Background: an optimization exercise with open tools, aiming at small area and a short achievable clock period. Do not read the settings as production practice.
The RTL was checked by simulation tests, not by an equivalence proof against the original design.
Power and IR drop assume default switching activity.

===== flow/flow/run.sh =====
#!/bin/bash
set -o pipefail
export BUFFER_PORTS_ARGS="-buffer_cell sky130_fd_sc_hd__buf_1"
export CTS_ARGS="-sink_clustering_enable -repair_clock_nets -sink_clustering_size 24 -sink_clustering_max_diameter 100 -dont_use_dummy_load"
bash standard.sh > standard.log 2>&1
status=$?
ls -la out > out_listing.log 2>&1
exit $status

===== flow/config.mk =====
export PLATFORM = sky130hd
export DESIGN_NAME = systolic_gemm_engine
export DESIGN_NICKNAME = systolic_gemm_engine
export VERILOG_FILES = /design/flow/design.v
export SDC_FILE = /design/flow/constraint.sdc
export NUM_CORES = 4
export LEC_CHECK = 0
export CAP_MARGIN = 20
export CORE_MARGIN = 2
export CORE_UTILIZATION = 40
export CTS_CLUSTER_DIAMETER = 100
export CTS_CLUSTER_SIZE = 24
export SETUP_SLACK_MARGIN = 4.8
export SLEW_MARGIN = 20
export SYNTH_HIERARCHICAL = 1
export SYNTH_MINIMUM_KEEP_SIZE = 0
export TNS_END_PERCENT = 0

===== flow/constraint.sdc =====
create_clock -name core_clock -period 8.0 [get_ports {clk}]
set_input_delay 1.6000 -clock core_clock [delete_from_list [all_inputs] [get_ports {clk}]]
set_output_delay 1.6000 -clock core_clock [all_outputs]
set_load 0.01 [all_outputs]

===== flow/standard.sh =====
#!/bin/bash
# synth_recipe.tcl (not shown) runs the flow's synth.tcl, then flattens the netlist and writes it again
# the make line also repeats each setting of config.mk as NAME=value (left out here)
make -C /OpenROAD-flow-scripts/flow DESIGN_CONFIG=/design/flow/config.mk WORK_HOME=/design/flow/orfs CLKGATE_MAP_FILE= SYNTH_SCRIPT=/design/flow/synth_recipe.tcl "${@:-finish}"

===== flow/design.v =====
package systolic_pkg;
   typedef enum logic [1:0] {
      IDLE  = 2'd0,
      LOAD  = 2'd1,
      RUN   = 2'd2,
      DRAIN = 2'd3
   } state_t;
   function automatic integer calc_lat(input integer rows, input integer cols);
      calc_lat = rows + cols;
   endfunction
endpackage
module sa_mac_pe (
   input  logic        clk,
   input  logic [47:0] i_sel,    
   input  logic [15:0] i_wa,     
   input  logic [15:0] i_wb,     
   input  logic [17:0] i_ws,     
   output logic [17:0] o_res
);
   logic pp1;
   logic pp2;
   logic pp3;
   logic pp4;
   logic pp5;
   logic pp6;
   logic pp7;
   logic pp8;
   logic pp9;
   logic x10;
   logic pp11;
   logic pp12;
   logic pp13;
   logic pp14;
   logic pp15;
   logic pp16;
   logic pp17;
   logic pp18;
   logic pp19;
   logic x20;
   logic pp21;
   logic pp22;
   logic pp23;
   logic pp24;
   logic pp25;
   logic pp26;
   logic pp27;
   logic pp28;
   logic pp29;
   logic x30;
   logic pp31;
   logic pp32;
   logic pp33;
   logic pp34;
   logic pp35;
   logic pp36;
   logic pp37;
   logic pp38;
   logic pp39;
   logic x40;
   logic pp41;
   logic pp42;
   logic pp43;
   logic pp44;
   logic pp45;
   logic pp46;
   logic pp47;
   logic pp48;
   logic pp49;
   logic x50;
   logic pp51;
   logic pp52;
   logic pp53;
   logic pp54;
   logic pp55;
   logic pp56;
   logic pp57;
   logic pp58;
   logic pp59;
   logic x60;
   logic pp61;
   logic pp62;
   logic pp63;
   logic pp64;
   logic pp65;
   logic pp66;
   logic pp67;
   logic pp68;
   logic pp69;
   logic x70;
   logic pp71;
   logic x72;
   logic pp73;
   logic x74;
   logic pp75;
   logic x76;
   logic pp77;
   logic x78;
   logic pp79;
   logic x80;
   logic pp81;
   logic x82;
   logic pp83;
   logic x84;
   logic pp85;
   logic x86;
   logic pp87;
   logic pp88;
   logic pp89;
   logic pp90;
   logic pp91;
   logic pp92;
   logic pp93;
   logic pp94;
   logic pp95;
   logic pp96;
   logic x97;
   logic pp98;
   logic pp99;
   logic pp100;
   logic pp101;
   logic pp102;
   logic pp103;
   logic pp104;
   logic pp105;
   logic pp106;
   logic x107;
   logic pp108;
   logic pp109;
   logic pp110;
   logic pp111;
   logic pp112;
   logic pp113;
   logic pp114;
   logic pp115;
   logic pp116;
   logic x117;
   logic pp118;
   logic pp119;
   logic pp120;
   logic pp121;
   logic pp122;
   logic pp123;
   logic pp124;
   logic pp125;
   logic pp126;
   logic x127;
   logic pp128;
   logic pp129;
   logic pp130;
   logic pp131;
   logic pp132;
   logic pp133;
   logic pp134;
   logic pp135;
   logic pp136;
   logic x137;
   logic pp138;
   logic pp139;
   logic pp140;
   logic pp141;
   logic pp142;
   logic pp143;
   logic pp144;
   logic pp145;
   logic pp146;
   logic x147;
   logic pp148;
   logic pp149;
   logic pp150;
   logic pp151;
   logic pp152;
   logic pp153;
   logic pp154;
   logic pp155;
   logic pp156;
   logic x157;
   logic pp158;
   logic x159;
   logic pp160;
   logic x161;
   logic pp162;
   logic x163;
   logic pp164;
   logic x165;
   logic pp166;
   logic x167;
   logic pp168;
   logic x169;
   logic pp170;
   logic x171;
   logic pp172;
   logic x173;
   logic pp174;
   logic s175;
   logic c176;
   logic s177;
   logic c178;
   logic s179;
   logic c180;
   logic s181;
   logic c182;
   logic s183;
   logic c184;
   logic s185;
   logic c186;
   logic s187;
   logic c188;
   logic s189;
   logic c190;
   logic s191;
   logic c192;
   logic s193;
   logic c194;
   logic s195;
   logic c196;
   logic s197;
   logic c198;
   logic s199;
   logic c200;
   logic s201;
   logic c202;
   logic s203;
   logic c204;
   logic s205;
   logic c206;
   logic s207;
   logic c208;
   logic s209;
   logic c210;
   logic s211;
   logic c212;
   logic s213;
   logic c214;
   logic s215;
   logic c216;
   logic s217;
   logic c218;
   logic s219;
   logic c220;
   logic s221;
   logic c222;
   logic s223;
   logic c224;
   logic s225;
   logic c226;
   logic s227;
   logic c228;
   logic s229;
   logic c230;
   logic s231;
   logic c232;
   logic s233;
   logic c234;
   logic s235;
   logic c236;
   logic s237;
   logic c238;
   logic s239;
   logic c240;
   logic s241;
   logic c242;
   logic s243;
   logic c244;
   logic s245;
   logic c246;
   logic s247;
   logic c248;
   logic s249;
   logic c250;
   logic s251;
   logic c252;
   logic s253;
   logic c254;
   logic s255;
   logic c256;
   logic s257;
   logic c258;
   logic s259;
   logic c260;
   logic s261;
   logic c262;
   logic s263;
   logic c264;
   logic s265;
   logic c266;
   logic s267;
   logic c268;
   logic s269;
   logic c270;
   logic s271;
   logic c272;
   logic s273;
   logic c274;
   logic s275;
   logic c276;
   logic s277;
   logic c278;
   logic s279;
   logic c280;
   logic s281;
   logic c282;
   logic s283;
   logic c284;
   logic s285;
   logic c286;
   logic s287;
   logic c288;
   logic s289;
   logic c290;
   logic s291;
   logic c292;
   logic s293;
   logic c294;
   logic s295;
   logic c296;
   logic s297;
   logic c298;
   logic s299;
   logic c300;
   logic s301;
   logic c302;
   logic s303;
   logic c304;
   logic s305;
   logic c306;
   logic s307;
   logic c308;
   logic s309;
   logic c310;
   logic s311;
   logic c312;
   logic s313;
   logic c314;
   logic s315;
   logic c316;
   logic s317;
   logic c318;
   logic s319;
   logic c320;
   logic s321;
   logic c322;
   logic s323;
   logic c324;
   logic s325;
   logic c326;
   logic s327;
   logic c328;
   logic s329;
   logic c330;
   logic s331;
   logic c332;
   logic s333;
   logic c334;
   logic s335;
   logic c336;
   logic s337;
   logic c338;
   logic s339;
   logic c340;
   logic s341;
   logic c342;
   logic s343;
   logic c344;
   logic s345;
   logic c346;
   logic s347;
   logic c348;
   logic s349;
   logic c350;
   logic s351;
   logic c352;
   logic s353;
   logic c354;
   logic s355;
   logic c356;
   logic s357;
   logic c358;
   logic s359;
   logic c360;
   logic s361;
   logic c362;
   logic s363;
   logic c364;
   logic s365;
   logic c366;
   logic s367;
   logic c368;
   logic s369;
   logic c370;
   logic s371;
   logic c372;
   logic s373;
   logic c374;
   logic s375;
   logic c376;
   logic s377;
   logic c378;
   logic s379;
   logic c380;
   logic s381;
   logic c382;
   logic s383;
   logic c384;
   logic s385;
   logic c386;
   logic s387;
   logic c388;
   logic s389;
   logic c390;
   logic s391;
   logic c392;
   logic q393;
   logic q394;
   logic q395;
   logic q396;
   logic q397;
   logic q398;
   logic q399;
   logic q400;
   logic q401;
   logic q402;
   logic q403;
   logic q404;
   logic q405;
   logic q406;
   logic q407;
   logic q408;
   logic q409;
   logic q410;
   logic q411;
   logic q412;
   logic q413;
   logic q414;
   logic q415;
   logic q416;
   logic q417;
   logic q418;
   logic q419;
   logic q420;
   logic q421;
   logic q422;
   logic q423;
   logic q424;
   logic q425;
   logic q426;
   logic q427;
   logic q428;
   logic q429;
   logic q430;
   logic q431;
   logic q432;
   logic q433;
   logic q434;
   logic q435;
   logic s436;
   logic c437;
   logic s438;
   logic c439;
   logic s440;
   logic c441;
   logic s442;
   logic c443;
   logic s444;
   logic c445;
   logic s446;
   logic c447;
   logic s448;
   logic c449;
   logic s450;
   logic c451;
   logic s452;
   logic c453;
   logic s454;
   logic c455;
   logic s456;
   logic c457;
   logic s458;
   logic c459;
   logic s460;
   logic c461;
   logic s462;
   logic c463;
   logic s464;
   logic c465;
   logic s466;
   logic c467;
   logic s468;
   logic c469;
   logic s470;
   logic c471;
   logic [17:0] w_a, w_b;
   assign pp1 = ~((i_sel[0] & i_wa[0]) | (i_sel[1] & i_wb[0]) | (i_sel[2] & i_ws[0]));
   assign pp2 = ~((i_sel[0] & i_wa[1]) | (i_sel[1] & i_wb[1]) | (i_sel[2] & i_ws[1]));
   assign pp3 = ~((i_sel[0] & i_wa[2]) | (i_sel[1] & i_wb[2]) | (i_sel[2] & i_ws[2]));
   assign pp4 = ~((i_sel[0] & i_wa[3]) | (i_sel[1] & i_wb[3]) | (i_sel[2] & i_ws[3]));
   assign pp5 = ~((i_sel[0] & i_wa[4]) | (i_sel[1] & i_wb[4]) | (i_sel[2] & i_ws[4]));
   assign pp6 = ~((i_sel[0] & i_wa[5]) | (i_sel[1] & i_wb[5]) | (i_sel[2] & i_ws[5]));
   assign pp7 = ~((i_sel[0] & i_wa[6]) | (i_sel[1] & i_wb[6]) | (i_sel[2] & i_ws[6]));
   assign pp8 = ~((i_sel[0] & i_wa[7]) | (i_sel[1] & i_wb[7]) | (i_sel[2] & i_ws[7]));
   sa_sel u_x10 (.s1(i_sel[0]), .w1(i_wa[7]), .s2(i_sel[1]), .w2(i_wb[7]), .x(x10));
   assign pp9 = (x10 | (i_sel[2] & i_ws[8]));
   assign pp11 = ~((i_sel[3] & i_wa[0]) | (i_sel[4] & i_wb[0]) | (i_sel[5] & i_ws[0]));
   assign pp12 = ~((i_sel[3] & i_wa[1]) | (i_sel[4] & i_wb[1]) | (i_sel[5] & i_ws[1]));
   assign pp13 = ~((i_sel[3] & i_wa[2]) | (i_sel[4] & i_wb[2]) | (i_sel[5] & i_ws[2]));
   assign pp14 = ~((i_sel[3] & i_wa[3]) | (i_sel[4] & i_wb[3]) | (i_sel[5] & i_ws[3]));
   assign pp15 = ~((i_sel[3] & i_wa[4]) | (i_sel[4] & i_wb[4]) | (i_sel[5] & i_ws[4]));
   assign pp16 = ~((i_sel[3] & i_wa[5]) | (i_sel[4] & i_wb[5]) | (i_sel[5] & i_ws[5]));
   assign pp17 = ~((i_sel[3] & i_wa[6]) | (i_sel[4] & i_wb[6]) | (i_sel[5] & i_ws[6]));
   assign pp18 = ~((i_sel[3] & i_wa[7]) | (i_sel[4] & i_wb[7]) | (i_sel[5] & i_ws[7]));
   sa_sel u_x20 (.s1(i_sel[3]), .w1(i_wa[7]), .s2(i_sel[4]), .w2(i_wb[7]), .x(x20));
   assign pp19 = (x20 | (i_sel[5] & i_ws[8]));
   assign pp21 = ~((i_sel[6] & i_wa[0]) | (i_sel[7] & i_wb[0]) | (i_sel[8] & i_ws[0]));
   assign pp22 = ~((i_sel[6] & i_wa[1]) | (i_sel[7] & i_wb[1]) | (i_sel[8] & i_ws[1]));
   assign pp23 = ~((i_sel[6] & i_wa[2]) | (i_sel[7] & i_wb[2]) | (i_sel[8] & i_ws[2]));
   assign pp24 = ~((i_sel[6] & i_wa[3]) | (i_sel[7] & i_wb[3]) | (i_sel[8] & i_ws[3]));
   assign pp25 = ~((i_sel[6] & i_wa[4]) | (i_sel[7] & i_wb[4]) | (i_sel[8] & i_ws[4]));
   assign pp26 = ~((i_sel[6] & i_wa[5]) | (i_sel[7] & i_wb[5]) | (i_sel[8] & i_ws[5]));
   assign pp27 = ~((i_sel[6] & i_wa[6]) | (i_sel[7] & i_wb[6]) | (i_sel[8] & i_ws[6]));
   assign pp28 = ~((i_sel[6] & i_wa[7]) | (i_sel[7] & i_wb[7]) | (i_sel[8] & i_ws[7]));
   sa_sel u_x30 (.s1(i_sel[6]), .w1(i_wa[7]), .s2(i_sel[7]), .w2(i_wb[7]), .x(x30));
   assign pp29 = (x30 | (i_sel[8] & i_ws[8]));
   assign pp31 = ~((i_sel[9] & i_wa[0]) | (i_sel[10] & i_wb[0]) | (i_sel[11] & i_ws[0]));
   assign pp32 = ~((i_sel[9] & i_wa[1]) | (i_sel[10] & i_wb[1]) | (i_sel[11] & i_ws[1]));
   assign pp33 = ~((i_sel[9] & i_wa[2]) | (i_sel[10] & i_wb[2]) | (i_sel[11] & i_ws[2]));
   assign pp34 = ~((i_sel[9] & i_wa[3]) | (i_sel[10] & i_wb[3]) | (i_sel[11] & i_ws[3]));
   assign pp35 = ~((i_sel[9] & i_wa[4]) | (i_sel[10] & i_wb[4]) | (i_sel[11] & i_ws[4]));
   assign pp36 = ~((i_sel[9] & i_wa[5]) | (i_sel[10] & i_wb[5]) | (i_sel[11] & i_ws[5]));
   assign pp37 = ~((i_sel[9] & i_wa[6]) | (i_sel[10] & i_wb[6]) | (i_sel[11] & i_ws[6]));
   assign pp38 = ~((i_sel[9] & i_wa[7]) | (i_sel[10] & i_wb[7]) | (i_sel[11] & i_ws[7]));
   sa_sel u_x40 (.s1(i_sel[9]), .w1(i_wa[7]), .s2(i_sel[10]), .w2(i_wb[7]), .x(x40));
   assign pp39 = (x40 | (i_sel[11] & i_ws[8]));
   assign pp41 = ~((i_sel[12] & i_wa[0]) | (i_sel[13] & i_wb[0]) | (i_sel[14] & i_ws[0]));
   assign pp42 = ~((i_sel[12] & i_wa[1]) | (i_sel[13] & i_wb[1]) | (i_sel[14] & i_ws[1]));
   assign pp43 = ~((i_sel[12] & i_wa[2]) | (i_sel[13] & i_wb[2]) | (i_sel[14] & i_ws[2]));
   assign pp44 = ~((i_sel[12] & i_wa[3]) | (i_sel[13] & i_wb[3]) | (i_sel[14] & i_ws[3]));
   assign pp45 = ~((i_sel[12] & i_wa[4]) | (i_sel[13] & i_wb[4]) | (i_sel[14] & i_ws[4]));
   assign pp46 = ~((i_sel[12] & i_wa[5]) | (i_sel[13] & i_wb[5]) | (i_sel[14] & i_ws[5]));
   assign pp47 = ~((i_sel[12] & i_wa[6]) | (i_sel[13] & i_wb[6]) | (i_sel[14] & i_ws[6]));
   assign pp48 = ~((i_sel[12] & i_wa[7]) | (i_sel[13] & i_wb[7]) | (i_sel[14] & i_ws[7]));
   sa_sel u_x50 (.s1(i_sel[12]), .w1(i_wa[7]), .s2(i_sel[13]), .w2(i_wb[7]), .x(x50));
   assign pp49 = (x50 | (i_sel[14] & i_ws[8]));
   assign pp51 = ~((i_sel[15] & i_wa[0]) | (i_sel[16] & i_wb[0]) | (i_sel[17] & i_ws[0]));
   assign pp52 = ~((i_sel[15] & i_wa[1]) | (i_sel[16] & i_wb[1]) | (i_sel[17] & i_ws[1]));
   assign pp53 = ~((i_sel[15] & i_wa[2]) | (i_sel[16] & i_wb[2]) | (i_sel[17] & i_ws[2]));
   assign pp54 = ~((i_sel[15] & i_wa[3]) | (i_sel[16] & i_wb[3]) | (i_sel[17] & i_ws[3]));
   assign pp55 = ~((i_sel[15] & i_wa[4]) | (i_sel[16] & i_wb[4]) | (i_sel[17] & i_ws[4]));
   assign pp56 = ~((i_sel[15] & i_wa[5]) | (i_sel[16] & i_wb[5]) | (i_sel[17] & i_ws[5]));
   assign pp57 = ~((i_sel[15] & i_wa[6]) | (i_sel[16] & i_wb[6]) | (i_sel[17] & i_ws[6]));
   assign pp58 = ~((i_sel[15] & i_wa[7]) | (i_sel[16] & i_wb[7]) | (i_sel[17] & i_ws[7]));
   sa_sel u_x60 (.s1(i_sel[15]), .w1(i_wa[7]), .s2(i_sel[16]), .w2(i_wb[7]), .x(x60));
   assign pp59 = (x60 | (i_sel[17] & i_ws[8]));
   assign pp61 = ~((i_sel[18] & i_wa[0]) | (i_sel[19] & i_wb[0]) | (i_sel[20] & i_ws[0]));
   assign pp62 = ~((i_sel[18] & i_wa[1]) | (i_sel[19] & i_wb[1]) | (i_sel[20] & i_ws[1]));
   assign pp63 = ~((i_sel[18] & i_wa[2]) | (i_sel[19] & i_wb[2]) | (i_sel[20] & i_ws[2]));
   assign pp64 = ~((i_sel[18] & i_wa[3]) | (i_sel[19] & i_wb[3]) | (i_sel[20] & i_ws[3]));
   assign pp65 = ~((i_sel[18] & i_wa[4]) | (i_sel[19] & i_wb[4]) | (i_sel[20] & i_ws[4]));
   assign pp66 = ~((i_sel[18] & i_wa[5]) | (i_sel[19] & i_wb[5]) | (i_sel[20] & i_ws[5]));
   assign pp67 = ~((i_sel[18] & i_wa[6]) | (i_sel[19] & i_wb[6]) | (i_sel[20] & i_ws[6]));
   assign pp68 = ~((i_sel[18] & i_wa[7]) | (i_sel[19] & i_wb[7]) | (i_sel[20] & i_ws[7]));
   sa_sel u_x70 (.s1(i_sel[18]), .w1(i_wa[7]), .s2(i_sel[19]), .w2(i_wb[7]), .x(x70));
   assign pp69 = (x70 | (i_sel[20] & i_ws[8]));
   sa_sel u_x72 (.s1(i_sel[21]), .w1(i_wa[0]), .s2(i_sel[22]), .w2(i_wb[0]), .x(x72));
   assign pp71 = (x72 | (i_sel[23] & i_ws[0]));
   sa_sel u_x74 (.s1(i_sel[21]), .w1(i_wa[1]), .s2(i_sel[22]), .w2(i_wb[1]), .x(x74));
   assign pp73 = (x74 | (i_sel[23] & i_ws[1]));
   sa_sel u_x76 (.s1(i_sel[21]), .w1(i_wa[2]), .s2(i_sel[22]), .w2(i_wb[2]), .x(x76));
   assign pp75 = (x76 | (i_sel[23] & i_ws[2]));
   sa_sel u_x78 (.s1(i_sel[21]), .w1(i_wa[3]), .s2(i_sel[22]), .w2(i_wb[3]), .x(x78));
   assign pp77 = (x78 | (i_sel[23] & i_ws[3]));
   sa_sel u_x80 (.s1(i_sel[21]), .w1(i_wa[4]), .s2(i_sel[22]), .w2(i_wb[4]), .x(x80));
   assign pp79 = (x80 | (i_sel[23] & i_ws[4]));
   sa_sel u_x82 (.s1(i_sel[21]), .w1(i_wa[5]), .s2(i_sel[22]), .w2(i_wb[5]), .x(x82));
   assign pp81 = (x82 | (i_sel[23] & i_ws[5]));
   sa_sel u_x84 (.s1(i_sel[21]), .w1(i_wa[6]), .s2(i_sel[22]), .w2(i_wb[6]), .x(x84));
   assign pp83 = (x84 | (i_sel[23] & i_ws[6]));
   sa_sel u_x86 (.s1(i_sel[21]), .w1(i_wa[7]), .s2(i_sel[22]), .w2(i_wb[7]), .x(x86));
   assign pp85 = (x86 | (i_sel[23] & i_ws[7]));
   assign pp87 = ~((i_sel[21] & i_wa[7]) | (i_sel[22] & i_wb[7]) | (i_sel[23] & i_ws[8]));
   assign pp88 = ~((i_sel[24] & i_wa[8]) | (i_sel[25] & i_wb[8]) | (i_sel[26] & i_ws[9]));
   assign pp89 = ~((i_sel[24] & i_wa[9]) | (i_sel[25] & i_wb[9]) | (i_sel[26] & i_ws[10]));
   assign pp90 = ~((i_sel[24] & i_wa[10]) | (i_sel[25] & i_wb[10]) | (i_sel[26] & i_ws[11]));
   assign pp91 = ~((i_sel[24] & i_wa[11]) | (i_sel[25] & i_wb[11]) | (i_sel[26] & i_ws[12]));
   assign pp92 = ~((i_sel[24] & i_wa[12]) | (i_sel[25] & i_wb[12]) | (i_sel[26] & i_ws[13]));
   assign pp93 = ~((i_sel[24] & i_wa[13]) | (i_sel[25] & i_wb[13]) | (i_sel[26] & i_ws[14]));
   assign pp94 = ~((i_sel[24] & i_wa[14]) | (i_sel[25] & i_wb[14]) | (i_sel[26] & i_ws[15]));
   assign pp95 = ~((i_sel[24] & i_wa[15]) | (i_sel[25] & i_wb[15]) | (i_sel[26] & i_ws[16]));
   sa_sel u_x97 (.s1(i_sel[24]), .w1(i_wa[15]), .s2(i_sel[25]), .w2(i_wb[15]), .x(x97));
   assign pp96 = (x97 | (i_sel[26] & i_ws[17]));
   assign pp98 = ~((i_sel[27] & i_wa[8]) | (i_sel[28] & i_wb[8]) | (i_sel[29] & i_ws[9]));
   assign pp99 = ~((i_sel[27] & i_wa[9]) | (i_sel[28] & i_wb[9]) | (i_sel[29] & i_ws[10]));
   assign pp100 = ~((i_sel[27] & i_wa[10]) | (i_sel[28] & i_wb[10]) | (i_sel[29] & i_ws[11]));
   assign pp101 = ~((i_sel[27] & i_wa[11]) | (i_sel[28] & i_wb[11]) | (i_sel[29] & i_ws[12]));
   assign pp102 = ~((i_sel[27] & i_wa[12]) | (i_sel[28] & i_wb[12]) | (i_sel[29] & i_ws[13]));
   assign pp103 = ~((i_sel[27] & i_wa[13]) | (i_sel[28] & i_wb[13]) | (i_sel[29] & i_ws[14]));
   assign pp104 = ~((i_sel[27] & i_wa[14]) | (i_sel[28] & i_wb[14]) | (i_sel[29] & i_ws[15]));
   assign pp105 = ~((i_sel[27] & i_wa[15]) | (i_sel[28] & i_wb[15]) | (i_sel[29] & i_ws[16]));
   sa_sel u_x107 (.s1(i_sel[27]), .w1(i_wa[15]), .s2(i_sel[28]), .w2(i_wb[15]), .x(x107));
   assign pp106 = (x107 | (i_sel[29] & i_ws[17]));
   assign pp108 = ~((i_sel[30] & i_wa[8]) | (i_sel[31] & i_wb[8]) | (i_sel[32] & i_ws[9]));
   assign pp109 = ~((i_sel[30] & i_wa[9]) | (i_sel[31] & i_wb[9]) | (i_sel[32] & i_ws[10]));
   assign pp110 = ~((i_sel[30] & i_wa[10]) | (i_sel[31] & i_wb[10]) | (i_sel[32] & i_ws[11]));
   assign pp111 = ~((i_sel[30] & i_wa[11]) | (i_sel[31] & i_wb[11]) | (i_sel[32] & i_ws[12]));
   assign pp112 = ~((i_sel[30] & i_wa[12]) | (i_sel[31] & i_wb[12]) | (i_sel[32] & i_ws[13]));
   assign pp113 = ~((i_sel[30] & i_wa[13]) | (i_sel[31] & i_wb[13]) | (i_sel[32] & i_ws[14]));
   assign pp114 = ~((i_sel[30] & i_wa[14]) | (i_sel[31] & i_wb[14]) | (i_sel[32] & i_ws[15]));
   assign pp115 = ~((i_sel[30] & i_wa[15]) | (i_sel[31] & i_wb[15]) | (i_sel[32] & i_ws[16]));
   sa_sel u_x117 (.s1(i_sel[30]), .w1(i_wa[15]), .s2(i_sel[31]), .w2(i_wb[15]), .x(x117));
   assign pp116 = (x117 | (i_sel[32] & i_ws[17]));
   assign pp118 = ~((i_sel[33] & i_wa[8]) | (i_sel[34] & i_wb[8]) | (i_sel[35] & i_ws[9]));
   assign pp119 = ~((i_sel[33] & i_wa[9]) | (i_sel[34] & i_wb[9]) | (i_sel[35] & i_ws[10]));
   assign pp120 = ~((i_sel[33] & i_wa[10]) | (i_sel[34] & i_wb[10]) | (i_sel[35] & i_ws[11]));
   assign pp121 = ~((i_sel[33] & i_wa[11]) | (i_sel[34] & i_wb[11]) | (i_sel[35] & i_ws[12]));
   assign pp122 = ~((i_sel[33] & i_wa[12]) | (i_sel[34] & i_wb[12]) | (i_sel[35] & i_ws[13]));
   assign pp123 = ~((i_sel[33] & i_wa[13]) | (i_sel[34] & i_wb[13]) | (i_sel[35] & i_ws[14]));
   assign pp124 = ~((i_sel[33] & i_wa[14]) | (i_sel[34] & i_wb[14]) | (i_sel[35] & i_ws[15]));
   assign pp125 = ~((i_sel[33] & i_wa[15]) | (i_sel[34] & i_wb[15]) | (i_sel[35] & i_ws[16]));
   sa_sel u_x127 (.s1(i_sel[33]), .w1(i_wa[15]), .s2(i_sel[34]), .w2(i_wb[15]), .x(x127));
   assign pp126 = (x127 | (i_sel[35] & i_ws[17]));
   assign pp128 = ~((i_sel[36] & i_wa[8]) | (i_sel[37] & i_wb[8]) | (i_sel[38] & i_ws[9]));
   assign pp129 = ~((i_sel[36] & i_wa[9]) | (i_sel[37] & i_wb[9]) | (i_sel[38] & i_ws[10]));
   assign pp130 = ~((i_sel[36] & i_wa[10]) | (i_sel[37] & i_wb[10]) | (i_sel[38] & i_ws[11]));
   assign pp131 = ~((i_sel[36] & i_wa[11]) | (i_sel[37] & i_wb[11]) | (i_sel[38] & i_ws[12]));
   assign pp132 = ~((i_sel[36] & i_wa[12]) | (i_sel[37] & i_wb[12]) | (i_sel[38] & i_ws[13]));
   assign pp133 = ~((i_sel[36] & i_wa[13]) | (i_sel[37] & i_wb[13]) | (i_sel[38] & i_ws[14]));
   assign pp134 = ~((i_sel[36] & i_wa[14]) | (i_sel[37] & i_wb[14]) | (i_sel[38] & i_ws[15]));
   assign pp135 = ~((i_sel[36] & i_wa[15]) | (i_sel[37] & i_wb[15]) | (i_sel[38] & i_ws[16]));
   sa_sel u_x137 (.s1(i_sel[36]), .w1(i_wa[15]), .s2(i_sel[37]), .w2(i_wb[15]), .x(x137));
   assign pp136 = (x137 | (i_sel[38] & i_ws[17]));
   assign pp138 = ~((i_sel[39] & i_wa[8]) | (i_sel[40] & i_wb[8]) | (i_sel[41] & i_ws[9]));
   assign pp139 = ~((i_sel[39] & i_wa[9]) | (i_sel[40] & i_wb[9]) | (i_sel[41] & i_ws[10]));
   assign pp140 = ~((i_sel[39] & i_wa[10]) | (i_sel[40] & i_wb[10]) | (i_sel[41] & i_ws[11]));
   assign pp141 = ~((i_sel[39] & i_wa[11]) | (i_sel[40] & i_wb[11]) | (i_sel[41] & i_ws[12]));
   assign pp142 = ~((i_sel[39] & i_wa[12]) | (i_sel[40] & i_wb[12]) | (i_sel[41] & i_ws[13]));
   assign pp143 = ~((i_sel[39] & i_wa[13]) | (i_sel[40] & i_wb[13]) | (i_sel[41] & i_ws[14]));
   assign pp144 = ~((i_sel[39] & i_wa[14]) | (i_sel[40] & i_wb[14]) | (i_sel[41] & i_ws[15]));
   assign pp145 = ~((i_sel[39] & i_wa[15]) | (i_sel[40] & i_wb[15]) | (i_sel[41] & i_ws[16]));
   sa_sel u_x147 (.s1(i_sel[39]), .w1(i_wa[15]), .s2(i_sel[40]), .w2(i_wb[15]), .x(x147));
   assign pp146 = (x147 | (i_sel[41] & i_ws[17]));
   assign pp148 = ~((i_sel[42] & i_wa[8]) | (i_sel[43] & i_wb[8]) | (i_sel[44] & i_ws[9]));
   assign pp149 = ~((i_sel[42] & i_wa[9]) | (i_sel[43] & i_wb[9]) | (i_sel[44] & i_ws[10]));
   assign pp150 = ~((i_sel[42] & i_wa[10]) | (i_sel[43] & i_wb[10]) | (i_sel[44] & i_ws[11]));
   assign pp151 = ~((i_sel[42] & i_wa[11]) | (i_sel[43] & i_wb[11]) | (i_sel[44] & i_ws[12]));
   assign pp152 = ~((i_sel[42] & i_wa[12]) | (i_sel[43] & i_wb[12]) | (i_sel[44] & i_ws[13]));
   assign pp153 = ~((i_sel[42] & i_wa[13]) | (i_sel[43] & i_wb[13]) | (i_sel[44] & i_ws[14]));
   assign pp154 = ~((i_sel[42] & i_wa[14]) | (i_sel[43] & i_wb[14]) | (i_sel[44] & i_ws[15]));
   assign pp155 = ~((i_sel[42] & i_wa[15]) | (i_sel[43] & i_wb[15]) | (i_sel[44] & i_ws[16]));
   sa_sel u_x157 (.s1(i_sel[42]), .w1(i_wa[15]), .s2(i_sel[43]), .w2(i_wb[15]), .x(x157));
   assign pp156 = (x157 | (i_sel[44] & i_ws[17]));
   sa_sel u_x159 (.s1(i_sel[45]), .w1(i_wa[8]), .s2(i_sel[46]), .w2(i_wb[8]), .x(x159));
   assign pp158 = (x159 | (i_sel[47] & i_ws[9]));
   sa_sel u_x161 (.s1(i_sel[45]), .w1(i_wa[9]), .s2(i_sel[46]), .w2(i_wb[9]), .x(x161));
   assign pp160 = (x161 | (i_sel[47] & i_ws[10]));
   sa_sel u_x163 (.s1(i_sel[45]), .w1(i_wa[10]), .s2(i_sel[46]), .w2(i_wb[10]), .x(x163));
   assign pp162 = (x163 | (i_sel[47] & i_ws[11]));
   sa_sel u_x165 (.s1(i_sel[45]), .w1(i_wa[11]), .s2(i_sel[46]), .w2(i_wb[11]), .x(x165));
   assign pp164 = (x165 | (i_sel[47] & i_ws[12]));
   sa_sel u_x167 (.s1(i_sel[45]), .w1(i_wa[12]), .s2(i_sel[46]), .w2(i_wb[12]), .x(x167));
   assign pp166 = (x167 | (i_sel[47] & i_ws[13]));
   sa_sel u_x169 (.s1(i_sel[45]), .w1(i_wa[13]), .s2(i_sel[46]), .w2(i_wb[13]), .x(x169));
   assign pp168 = (x169 | (i_sel[47] & i_ws[14]));
   sa_sel u_x171 (.s1(i_sel[45]), .w1(i_wa[14]), .s2(i_sel[46]), .w2(i_wb[14]), .x(x171));
   assign pp170 = (x171 | (i_sel[47] & i_ws[15]));
   sa_sel u_x173 (.s1(i_sel[45]), .w1(i_wa[15]), .s2(i_sel[46]), .w2(i_wb[15]), .x(x173));
   assign pp172 = (x173 | (i_sel[47] & i_ws[16]));
   assign pp174 = ~((i_sel[45] & i_wa[15]) | (i_sel[46] & i_wb[15]) | (i_sel[47] & i_ws[17]));
   sa_fa1 u_s175 (.a(pp1), .b(pp88), .s(s175), .co(c176));
   sa_fa u_s177 (.a(pp2), .b(pp11), .c(pp89), .s(s177), .co(c178));
   sa_fa u_s179 (.a(pp3), .b(pp12), .c(pp21), .s(s179), .co(c180));
   sa_fa u_s181 (.a(pp90), .b(pp99), .c(pp108), .s(s181), .co(c182));
   sa_fa u_s183 (.a(pp4), .b(pp13), .c(pp22), .s(s183), .co(c184));
   sa_fa u_s185 (.a(pp31), .b(pp91), .c(pp100), .s(s185), .co(c186));
   sa_fa1 u_s187 (.a(pp109), .b(pp118), .s(s187), .co(c188));
   sa_fa u_s189 (.a(pp5), .b(pp14), .c(pp23), .s(s189), .co(c190));
   sa_fa u_s191 (.a(pp32), .b(pp41), .c(pp92), .s(s191), .co(c192));
   sa_fa u_s193 (.a(pp101), .b(pp110), .c(pp119), .s(s193), .co(c194));
   sa_fa u_s195 (.a(pp6), .b(pp15), .c(pp24), .s(s195), .co(c196));
   sa_fa u_s197 (.a(pp33), .b(pp42), .c(pp51), .s(s197), .co(c198));
   sa_fa u_s199 (.a(pp93), .b(pp102), .c(pp111), .s(s199), .co(c200));
   sa_fa u_s201 (.a(pp120), .b(pp129), .c(pp138), .s(s201), .co(c202));
   sa_fa u_s203 (.a(pp7), .b(pp16), .c(pp25), .s(s203), .co(c204));
   sa_fa u_s205 (.a(pp34), .b(pp43), .c(pp52), .s(s205), .co(c206));
   sa_fa u_s207 (.a(pp61), .b(pp94), .c(pp103), .s(s207), .co(c208));
   sa_fa u_s209 (.a(pp112), .b(pp121), .c(pp130), .s(s209), .co(c210));
   sa_fa1 u_s211 (.a(pp139), .b(pp148), .s(s211), .co(c212));
   sa_fa u_s213 (.a(pp8), .b(pp17), .c(pp26), .s(s213), .co(c214));
   sa_fa u_s215 (.a(pp35), .b(pp44), .c(pp53), .s(s215), .co(c216));
   sa_fa u_s217 (.a(pp62), .b(pp71), .c(pp95), .s(s217), .co(c218));
   sa_fa u_s219 (.a(pp104), .b(pp113), .c(pp122), .s(s219), .co(c220));
   sa_fa u_s221 (.a(pp131), .b(pp140), .c(pp149), .s(s221), .co(c222));
   sa_fa u_s223 (.a(pp9), .b(pp18), .c(pp27), .s(s223), .co(c224));
   sa_fa u_s225 (.a(pp36), .b(pp45), .c(pp54), .s(s225), .co(c226));
   sa_fa u_s227 (.a(pp63), .b(pp73), .c(pp96), .s(s227), .co(c228));
   sa_fa u_s229 (.a(pp105), .b(pp114), .c(pp123), .s(s229), .co(c230));
   sa_fa u_s231 (.a(pp132), .b(pp141), .c(pp150), .s(s231), .co(c232));
   sa_fa u_s233 (.a(pp19), .b(pp28), .c(pp37), .s(s233), .co(c234));
   sa_fa u_s235 (.a(pp46), .b(pp55), .c(pp64), .s(s235), .co(c236));
   sa_fa u_s237 (.a(pp75), .b(pp106), .c(pp115), .s(s237), .co(c238));
   sa_fa u_s239 (.a(pp124), .b(pp133), .c(pp142), .s(s239), .co(c240));
   sa_fa1 u_s241 (.a(pp151), .b(pp162), .s(s241), .co(c242));
   sa_fa u_s243 (.a(pp29), .b(pp38), .c(pp47), .s(s243), .co(c244));
   sa_fa u_s245 (.a(pp56), .b(pp65), .c(pp77), .s(s245), .co(c246));
   sa_fa u_s247 (.a(pp116), .b(pp125), .c(pp134), .s(s247), .co(c248));
   sa_fa u_s249 (.a(pp143), .b(pp152), .c(pp164), .s(s249), .co(c250));
   sa_fa u_s251 (.a(pp39), .b(pp48), .c(pp57), .s(s251), .co(c252));
   sa_fa u_s253 (.a(pp66), .b(pp79), .c(pp126), .s(s253), .co(c254));
   sa_fa u_s255 (.a(pp135), .b(pp144), .c(pp153), .s(s255), .co(c256));
   sa_fa u_s257 (.a(pp49), .b(pp58), .c(pp67), .s(s257), .co(c258));
   sa_fa u_s259 (.a(pp81), .b(pp136), .c(pp145), .s(s259), .co(c260));
   sa_fa u_s261 (.a(pp59), .b(pp68), .c(pp83), .s(s261), .co(c262));
   sa_fa u_s263 (.a(pp146), .b(pp155), .c(pp170), .s(s263), .co(c264));
   sa_fa u_s265 (.a(pp69), .b(pp85), .c(pp156), .s(s265), .co(c266));
   sa_fa u_s267 (.a(pp98), .b(c176), .c(s177), .s(s267), .co(c268));
   sa_fa1 u_s269 (.a(c178), .b(s179), .s(s269), .co(c270));
   sa_fa u_s271 (.a(c180), .b(c182), .c(s183), .s(s271), .co(c272));
   sa_fa1 u_s273 (.a(pp128), .b(c184), .s(s273), .co(c274));
   sa_fa u_s275 (.a(c186), .b(c188), .c(s189), .s(s275), .co(c276));
   sa_fa1 u_s277 (.a(c190), .b(c192), .s(s277), .co(c278));
   sa_fa u_s279 (.a(c194), .b(s195), .c(s197), .s(s279), .co(c280));
   sa_fa u_s281 (.a(c196), .b(c198), .c(c200), .s(s281), .co(c282));
   sa_fa u_s283 (.a(c202), .b(s203), .c(s205), .s(s283), .co(c284));
   sa_fa u_s285 (.a(s207), .b(s209), .c(s211), .s(s285), .co(c286));
   sa_fa1 u_s287 (.a(pp158), .b(c204), .s(s287), .co(c288));
   sa_fa u_s289 (.a(c206), .b(c208), .c(c210), .s(s289), .co(c290));
   sa_fa u_s291 (.a(c212), .b(s213), .c(s215), .s(s291), .co(c292));
   sa_fa u_s293 (.a(s217), .b(s219), .c(s221), .s(s293), .co(c294));
   sa_fa u_s295 (.a(pp160), .b(c214), .c(c216), .s(s295), .co(c296));
   sa_fa u_s297 (.a(c218), .b(c220), .c(c222), .s(s297), .co(c298));
   sa_fa u_s299 (.a(s223), .b(s225), .c(s227), .s(s299), .co(c300));
   sa_fa u_s301 (.a(c224), .b(c226), .c(c228), .s(s301), .co(c302));
   sa_fa u_s303 (.a(c230), .b(c232), .c(s233), .s(s303), .co(c304));
   sa_fa u_s305 (.a(s235), .b(s237), .c(s239), .s(s305), .co(c306));
   sa_fa u_s307 (.a(c234), .b(c236), .c(c238), .s(s307), .co(c308));
   sa_fa u_s309 (.a(c240), .b(c242), .c(s243), .s(s309), .co(c310));
   sa_fa u_s311 (.a(s245), .b(s247), .c(s249), .s(s311), .co(c312));
   sa_fa u_s313 (.a(pp166), .b(c244), .c(c246), .s(s313), .co(c314));
   sa_fa u_s315 (.a(c248), .b(c250), .c(s251), .s(s315), .co(c316));
   sa_fa u_s317 (.a(pp154), .b(pp168), .c(c252), .s(s317), .co(c318));
   sa_fa u_s319 (.a(c254), .b(c256), .c(s257), .s(s319), .co(c320));
   sa_fa u_s321 (.a(c258), .b(c260), .c(s261), .s(s321), .co(c322));
   sa_fa u_s323 (.a(pp172), .b(c262), .c(c264), .s(s323), .co(c324));
   sa_fa u_s325 (.a(pp87), .b(pp174), .c(c266), .s(s325), .co(c326));
   sa_fa u_s327 (.a(s181), .b(c268), .c(s269), .s(s327), .co(c328));
   sa_fa u_s329 (.a(s185), .b(s187), .c(c270), .s(s329), .co(c330));
   sa_fa u_s331 (.a(s191), .b(s193), .c(c272), .s(s331), .co(c332));
   sa_fa u_s333 (.a(s199), .b(s201), .c(c274), .s(s333), .co(c334));
   sa_fa u_s335 (.a(c276), .b(s277), .c(s279), .s(s335), .co(c336));
   sa_fa u_s337 (.a(c278), .b(c280), .c(s281), .s(s337), .co(c338));
   sa_fa u_s339 (.a(c282), .b(c284), .c(c286), .s(s339), .co(c340));
   sa_fa u_s341 (.a(s287), .b(s289), .c(s291), .s(s341), .co(c342));
   sa_fa u_s343 (.a(s229), .b(s231), .c(c288), .s(s343), .co(c344));
   sa_fa u_s345 (.a(c290), .b(c292), .c(c294), .s(s345), .co(c346));
   sa_fa u_s347 (.a(s295), .b(s297), .c(s299), .s(s347), .co(c348));
   sa_fa u_s349 (.a(s241), .b(c296), .c(c298), .s(s349), .co(c350));
   sa_fa u_s351 (.a(c300), .b(s301), .c(s303), .s(s351), .co(c352));
   sa_fa u_s353 (.a(c302), .b(c304), .c(c306), .s(s353), .co(c354));
   sa_fa u_s355 (.a(s307), .b(s309), .c(s311), .s(s355), .co(c356));
   sa_fa u_s357 (.a(s253), .b(s255), .c(c308), .s(s357), .co(c358));
   sa_fa u_s359 (.a(c310), .b(c312), .c(s313), .s(s359), .co(c360));
   sa_fa u_s361 (.a(s259), .b(c314), .c(c316), .s(s361), .co(c362));
   sa_fa u_s363 (.a(s263), .b(c318), .c(c320), .s(s363), .co(c364));
   sa_fa u_s365 (.a(s265), .b(c322), .c(s323), .s(s365), .co(c366));
   sa_fa u_s367 (.a(s271), .b(c328), .c(s329), .s(s367), .co(c368));
   sa_fa u_s369 (.a(s273), .b(s275), .c(c330), .s(s369), .co(c370));
   sa_fa u_s371 (.a(c332), .b(s333), .c(s335), .s(s371), .co(c372));
   sa_fa u_s373 (.a(s283), .b(s285), .c(c334), .s(s373), .co(c374));
   sa_fa u_s375 (.a(s293), .b(c338), .c(s339), .s(s375), .co(c376));
   sa_fa u_s377 (.a(c340), .b(c342), .c(s343), .s(s377), .co(c378));
   sa_fa u_s379 (.a(s305), .b(c344), .c(c346), .s(s379), .co(c380));
   sa_fa u_s381 (.a(c348), .b(s349), .c(s351), .s(s381), .co(c382));
   sa_fa u_s383 (.a(c350), .b(c352), .c(s353), .s(s383), .co(c384));
   sa_fa u_s385 (.a(s315), .b(c354), .c(c356), .s(s385), .co(c386));
   sa_fa u_s387 (.a(s317), .b(s319), .c(c358), .s(s387), .co(c388));
   sa_fa u_s389 (.a(s321), .b(c362), .c(s363), .s(s389), .co(c390));
   sa_fa u_s391 (.a(c324), .b(s325), .c(c366), .s(s391), .co(c392));
   sa_ha u_s436 (.a(q402), .b(q403), .s(s436), .co(c437));
   sa_ha u_s438 (.a(q406), .b(q407), .s(s438), .co(c439));
   sa_fa u_s440 (.a(q409), .b(q410), .c(q411), .s(s440), .co(c441));
   sa_ha u_s442 (.a(q413), .b(q414), .s(s442), .co(c443));
   sa_fa u_s444 (.a(q416), .b(q417), .c(q418), .s(s444), .co(c445));
   sa_fa u_s446 (.a(q420), .b(q421), .c(q422), .s(s446), .co(c447));
   sa_fa u_s448 (.a(q424), .b(q425), .c(q426), .s(s448), .co(c449));
   sa_ha u_s450 (.a(q397), .b(q398), .s(s450), .co(c451));
   sa_ha u_s452 (.a(q400), .b(q401), .s(s452), .co(c453));
   sa_fa u_s454 (.a(q404), .b(q405), .c(s436), .s(s454), .co(c455));
   sa_fa u_s456 (.a(q408), .b(s438), .c(c437), .s(s456), .co(c457));
   sa_fa u_s458 (.a(q412), .b(s440), .c(c439), .s(s458), .co(c459));
   sa_fa u_s460 (.a(q415), .b(s442), .c(c441), .s(s460), .co(c461));
   sa_fa u_s462 (.a(q419), .b(s444), .c(c443), .s(s462), .co(c463));
   sa_fa u_s464 (.a(q423), .b(s446), .c(c445), .s(s464), .co(c465));
   sa_fa u_s466 (.a(q427), .b(s448), .c(c447), .s(s466), .co(c467));
   sa_fa u_s468 (.a(q428), .b(q429), .c(c449), .s(s468), .co(c469));
   sa_fa u_s470 (.a(q430), .b(q431), .c(q432), .s(s470), .co(c471));
   always_ff @(posedge clk) begin
      q393 <= s175;
      q394 <= s267;
      q395 <= s327;
      q396 <= s367;
      q397 <= s331;
      q398 <= c368;
      q399 <= s369;
      q400 <= c370;
      q401 <= s371;
      q402 <= c336;
      q403 <= s337;
      q404 <= c372;
      q405 <= s373;
      q406 <= s341;
      q407 <= c374;
      q408 <= s375;
      q409 <= s345;
      q410 <= s347;
      q411 <= c376;
      q412 <= s377;
      q413 <= c378;
      q414 <= s379;
      q415 <= s381;
      q416 <= s355;
      q417 <= c380;
      q418 <= c382;
      q419 <= s383;
      q420 <= s357;
      q421 <= s359;
      q422 <= c384;
      q423 <= s385;
      q424 <= c360;
      q425 <= s361;
      q426 <= c386;
      q427 <= s387;
      q428 <= c388;
      q429 <= s389;
      q430 <= c364;
      q431 <= s365;
      q432 <= c390;
      q433 <= s391;
      q434 <= c326;
      q435 <= c392;
   end
   assign w_a = {1'b1, q434, q433, s470, s468, s466, s464, s462, s460, s458, s456, s454, s452, q399, q396, q395, q394, q393};
   assign w_b = {1'b0, q435, c471, c469, c467, c465, c463, c461, c459, c457, c455, c453, c451, s450, 1'b0, 1'b0, 1'b0, 1'b0};
   always_ff @(posedge clk) o_res <= ~(w_a + w_b);
endmodule
module sa_sel (input logic s1, w1, s2, w2, output logic x);
   assign x = (s1 & w1) | (s2 & w2);
endmodule
module sa_fa (input logic a, b, c, output logic s, co);
   assign s  = a ^ b ^ c;
   assign co = (a & b) | (a & c) | (b & c);
endmodule
module sa_fa1 (input logic a, b, output logic s, co);   
   assign s  = ~(a ^ b);
   assign co = a | b;
endmodule
module sa_ha (input logic a, b, output logic s, co);
   assign s  = a ^ b;
   assign co = a & b;
endmodule
module systolic_gemm_engine #(
   parameter int ROWS = 4,
   parameter int COLS = 4,
   parameter int DW   = 8,
   parameter int AW   = 20
) (
   input  logic                 clk,
   input  logic                 rst,
   input  logic                 w_valid,
   output logic                 w_ready,
   input  logic [COLS*DW-1:0]   w_data,
   input  logic                 a_valid,
   output logic                 a_ready,
   input  logic                 a_last,
   input  logic [ROWS*DW-1:0]   a_data,
   output logic                 out_valid,
   output logic [COLS*AW-1:0]   out_data,
   output logic                 busy
);
   localparam int LAT = 8;
   localparam int NRAW = 5;    
   logic            r_w_ready;
   logic            r_a_ready;
   logic            r_busy;
   logic [2:0]      r_cnt;
   logic [LAT-1:0]  r_vld;
   logic            w_w_fire;
   logic            w_a_fire;
   assign w_w_fire = w_valid && r_w_ready;
   assign w_a_fire = a_valid && r_a_ready;
   logic            w_w_ready_nx;
   logic            w_a_ready_nx;
   logic            w_busy_nx;
   logic [2:0]      w_cnt_nx;
   always_comb begin
      w_w_ready_nx = r_w_ready;
      w_a_ready_nx = r_a_ready;
      w_busy_nx    = r_busy;
      w_cnt_nx     = r_cnt;
      if (r_w_ready) begin
         if (w_valid) begin
            w_busy_nx = 1'b1;
            w_cnt_nx  = {1'b0, r_cnt[1:0] + 2'd1};
            if (r_cnt[1:0] == 2'd3) begin
               w_w_ready_nx = 1'b0;
               w_a_ready_nx = 1'b1;
            end
         end
      end else if (r_a_ready) begin
         if (a_valid && a_last) w_a_ready_nx = 1'b0;
      end else if (r_busy) begin
         w_cnt_nx = r_cnt + 3'd1;
         if (r_cnt == 3'd7) begin
            w_w_ready_nx = 1'b1;
            w_busy_nx    = 1'b0;
         end
      end
   end
   always_ff @(posedge clk) begin
      if (rst) begin
         r_w_ready   <= 1'b1;
         r_a_ready   <= 1'b0;
         r_busy      <= 1'b0;
         r_cnt       <= '0;
      end else begin
         r_w_ready   <= w_w_ready_nx;
         r_a_ready   <= w_a_ready_nx;
         r_busy      <= w_busy_nx;
         r_cnt       <= w_cnt_nx;
      end
   end
   always_ff @(posedge clk) begin
      if (rst) r_vld <= '0;
      else     r_vld <= {r_vld[LAT-2:0], w_a_fire};
   end
   assign w_ready   = r_w_ready;
   assign a_ready   = r_a_ready;
   assign busy      = r_busy;
   assign out_valid = r_vld[LAT-1];
   logic [DW-1:0] r_w  [ROWS][COLS];
   logic [DW:0]   r_ws [ROWS/2][COLS];
   for (genvar r = 0; r < ROWS; r++) begin : g_wr
      for (genvar c = 0; c < COLS; c++) begin : g_wc
         always_ff @(posedge clk) begin
            if (w_w_fire && r_cnt[1:0] == 2'(r)) r_w[r][c] <= w_data[c*DW +: DW];
         end
      end
   end
   for (genvar p = 0; p < ROWS/2; p++) begin : g_ws
      for (genvar c = 0; c < COLS; c++) begin : g_wsc
         always_ff @(posedge clk) begin
            r_ws[p][c] <= {r_w[2*p][c][DW-1], r_w[2*p][c]} +
                          {r_w[2*p+1][c][DW-1], r_w[2*p+1][c]};
         end
      end
   end
   logic [ROWS*DW-1:0] r_a [NRAW];
   always_ff @(posedge clk) begin
      r_a[0] <= a_data;
      for (int i = 1; i < NRAW; i++) r_a[i] <= r_a[i-1];
   end
   logic [47:0] r_sel;
   always_ff @(posedge clk) begin
      for (int p = 0; p < 2; p++) begin
         for (int b = 0; b < DW; b++) begin
            r_sel[(p*8+b)*3 + 0] <=  r_a[NRAW-1][(2*p)*DW + b] & ~r_a[NRAW-1][(2*p+1)*DW + b];
            r_sel[(p*8+b)*3 + 1] <= ~r_a[NRAW-1][(2*p)*DW + b] &  r_a[NRAW-1][(2*p+1)*DW + b];
            r_sel[(p*8+b)*3 + 2] <=  r_a[NRAW-1][(2*p)*DW + b] &  r_a[NRAW-1][(2*p+1)*DW + b];
         end
      end
   end
   for (genvar c = 0; c < COLS; c++) begin : g_col
      logic [17:0] w_res;
      sa_mac_pe u_pe (
         .clk   (clk),
         .i_sel (r_sel),
         .i_wa  ({r_w[2][c], r_w[0][c]}),
         .i_wb  ({r_w[3][c], r_w[1][c]}),
         .i_ws  ({r_ws[1][c], r_ws[0][c]}),
         .o_res (w_res)
      );
      assign out_data[c*AW +: AW] = {{(AW-18){w_res[17]}}, w_res};
   end
endmodule

==> notes.md <==
==> what timing repair did <==
action | 4_1_cts | 5_1_grt
pin swaps | 8 | 30
cloned | 0 | 0
setup endpoints to repair | 83 | 62
resized for setup | 20 | 20
setup buffers | 12 | 48
==> registers in the layout, summed over array words and instances (netlist names), 8 cells and up <==
name / flops
r_a: 160
r_w: 128
g_col.u_pe.o_res: 72
r_ws: 72
r_sel: 48
r_vld: 8
==> power by group through the flow <==
stage / Sequential, mW / Combinational [mW] / Clock (mW)
global route: 5.07 / 10.9 / 2.08
floorplan: 4.88 / 7.13 / 0
global placement: 5.08 / 9.41 / 0
detailed placement: 5.09 / 9.50 / 0
CTS: 5.00 / 9.57 / 1.97
finish: 4.99 / 9.50 / 1.90
==> logic make-up (layout without fill, tap and decap cells) <==
| logic type | Yosys count | after routing |
|---|---|---|
| flops | 666 | 666 |
| simple gates | 180 | 180 |
| other cells | 0 | 2 |
| xor+xnor | 79 | 79 |
| fa+ha+maj | 641 | 641 |
| buf+inv | 430 | 455 |
| compound gates | 958 | 958 |
| mux | 12 | 12 |
==> cell type report <==
class	instances	area, sq um
fillers	8686	52700
multi-input cells	1870	21600
flip-flops and latches	666	14700
well taps	1254	1570
repair buffers	247	1460
clock buffers	36	901
inverters	172	646
diodes	2	5.00
==> per-module statistics from Yosys, one instance, submodules excluded <==
module | flip-flops and latches | times used
sa_fa | 0 | 456
sa_fa1 | 0 | 32
sa_ha | 0 | 20
sa_mac_pe | 61 | 4
sa_sel | 0 | 120
systolic_gemm_engine | 422 | 1
==> per-stage QoR <==
| step | cells | power [mW] |
|---|---|---|
| finish | 4247 | 16.4 |
| CTS | 4197 | 16.5 |
| detailed placement | 4149 | 14.6 |
| floorplan | 2966 | 12.0 |
| global route | 4246 | 18.0 |
| global placement | 4149 | 14.5 |
==> per-layer routing <==
metal  routed length (microns)  GRT usage  vias to the layer above
li1                          -          -                    11501
met4                      5450     0.0953                       12
met2                     50500      0.347                     2296
met5                       141          0                        -
met1                     43200      0.306                    13470
met3                     15200     0.0628                      401
==> cell usage in the layout, fill, tap and decap left out, types with 6 or more instances in the layout <==
cell	n
xnor2_1	45
nor2b_1	47
dfxtp_4	18
fa_1	465
dfxtp_1	520
nand3_1	9
buf_4	72
o21bai_1	11
buf_1	152
nand2_1	31
a211oi_1	19
buf_12	8
clkbuf_16	36
xor2_1	34
and2_1	20
and3_1	8
nor3b_1	6
nor2_1	20
o21ai_0	32
buf_6	11
mux2i_1	7
a22o_1	120
a222oi_1	456
edfxtp_1	128
nand4_1	7
inv_1	172
ha_1	173
a21o_1	167
nor3_1	15
a21oi_1	95
==> synth_stat cells, types with 5 or more instances <==
cell type and n:
nor2_1 20, ha_1 173, a31oi_1 5, a22o_1 120, nor2b_1 47, a21o_2 5, a211oi_1 19, buf_4 8
nor3_1 15, nand4_1 7, xnor2_1 45, mux2i_1 7, nor3b_1 6, fa_1 468, o21ai_0 32, xor2_1 34
a222oi_1 456, a21o_1 167, inv_1 172, mux2_2 5, a21oi_1 95, clkbuf_1 197, nand3_1 9, nand2_1 31
buf_1 52, dfxtp_1 538, and3_1 12, and2_1 20, o21bai_1 11, edfxtp_1 128, a221oi_1 5
==> path summary, 6_finish.rpt <==
kind | startpoint | endpoint | slack, ns | depth (start not counted)
hold / removal | r_a[3][8] | r_a[4][8] | 0.29 | 0
setup / recovery | r_sel[1] | g_col[3].u_pe.q408 | 4.75 | 6
hold reg to reg | r_a[3][8] | r_a[4][8] | 0.29 | 0
setup reg to reg | r_sel[1] | g_col[3].u_pe.q408 | 4.75 | 6
==> qor.csv <==
stage,metric,value,unit
outcome,status,"complete, no violations",
timing,slew_headroom,0.325,
placement,port_buffers,152,
synthesis,syn_area_per_cell,12.8,sq um
clocking,cts_tree,done,
timing,setup_viol_count_final,0,
global_routing,grt_pass1_wl,172000,microns
synthesis,netlist_area,37900,sq um
synthesis,ys_seq_elements,666,
synthesis,synth-edff-count,128,
floorplanning,die-height,312,microns
route,vias_per_cell,6.52,
global_routing,grt_max_degree,37,
critical_path,cp_top_family,adder cells,
route,drt_iter0_drc,7213,
critical_path,path_class,reg2reg,
global_routing,grt-ovfl-total,0,
clocking,clk_pin_slew,0.10,ns
finish,nets,3703,
placement,place_area,39300,sq um
critical_path,cp_slowest_cell,a222oi_1,
timing,tightest_slew,1.01,ns
synthesis,synth_fp_nets,3676,
power_and_ir_drop,p_per_area,401,nW/um^2
power_and_ir_drop,power_frac_seq,0.304,
global_routing,grt_pass1_vias,27948,
route,antenna_left,0,
critical_path,worstPathRequired,8.46,ns
finish,final_area,40900,sq um
clocking,cts_buffers,36,
finish,area_growth,7.96,%
synthesis,synth_cell_types,56,
power_and_ir_drop,switchingPower,7.03,mW
timing,maxSlewViolCount,0,
power_and_ir_drop,clock_power_share,0.116,
critical_path,cp_max_fo,36,
floorplanning,die_w,312,microns
timing,rsz0062_at_grt,true,
route,drtPass1Iterations,20,
clocking,ctsHoldBuffers,0,
timing,final.min_clock_period,3.25,ns
floorplanning,initial_core_util,0.404,
synthesis,netlist_instances,2966,
power_and_ir_drop,p_int,9.36,mW
clocking,cts.sinks,666,
synthesis,synth_fa_ha_area_frac,0.305,
synthesis,async_reset_ff_frac,0,
clocking,h-tree-depth,2,
synthesis,synth_warnings,11,
synthesis,yosysTopAreaCell,dfxtp_1,
clocking,cts_root_buf,clkbuf_16,
clocking,clock_latency,0.63,ns
timing,clock_skew,0.0694,ns
critical_path,critPathMaxStageDelay,0.58,ns
power_and_ir_drop,combPwrFrac,0.580,
floorplanning,core_area,93600,sq um
power_and_ir_drop,swShare,0.429,
synthesis,synth_area_leaders,"dfxtp_1 28%, fa_1 25%, a222oi_1 12%, edfxtp_1 10%, ha_1 5.7%",
route,drt-total-wl,114000,microns
placement,gp_congestion,0.873,
placement,place_ws,4.42,ns
global_routing,grt_usage,0.228,
synthesis,yosysSeqAreaShare,0.386,
route,routedWlPerCell,26.9,microns
floorplanning,io_pins,153,
timing,fmax,307,MHz
timing,fin_ws,4.75,ns
finish,drive_gt1_frac,0.0605,
critical_path,crit_path_frequent_cell,fa_1,
synthesis,synth-xor-area-share,0.0183,
placement,hpwl,73700,microns
route,num_vias,27680,
synthesis,synth_top_family_by_area,adder cells,
timing,hold_slack,0.293,ns
hold_path,hp-class,reg2reg,
floorplanning,num_rows,112,
floorplanning,dieArea,97100,sq um
clocking,clk_path_buf_depth,3,
synthesis,synthMuxAreaShare,0.00334,
route,drc_errors,0,
run,drv_cap,0,
timing,hold_viol,0,
timing,fin_crit_sh,0.407,
synthesis,synth_top_cell_area_share,0.284,
critical_path,crit_path_end_kind,flop,
critical_path,crit_buf_inv,1,
finish,final_util,0.437,
synthesis,synth_compound_area_frac,0.218,
synthesis,yosys.area_share.simple,0.0265,
power_and_ir_drop,ir_worst_vdd,0.369,mV
global_routing,antenna_found_initial,9,
critical_path,arrival,3.72,ns
critical_path,path_cells,"buf_8, a222oi_1, fa_1, fa_1, fa_2, fa_1",
power_and_ir_drop,power_leakage,16.1,nW
synthesis,synth_flop_cell,dfxtp_1,
critical_path,startpoint_type,flop,
timing,fin_setup_tns,0,ns

==> re-timing with driven ports <==
No port has a modelled driver above. Below, the same layout with a new extraction and two added sets of constraints.
Step 1 sets driving cells, clkbuf_16 on the clock port and buf_2 on the other inputs (assumed; they add their load-dependent delay and slew).
Step 2 also shifts input and output timing later by t, the mid clock arrival at the registers, as if the neighbouring blocks saw the same clock.
Slacks: no drivers / after step 1 / after step 2; pairs: no drivers / after step 1.
t (ns): 0.663
setup slack, ns: 4.748 / 4.748 / 4.748
clock arrival spread, ns: 0.070 / 0.070
worst register clock-pin slew, ns: 0.10 / 0.10
After both steps this run still meets setup and hold. The setup slack of this run moves by 0.000 ns with the drivers and by 0.000 ns with both steps.
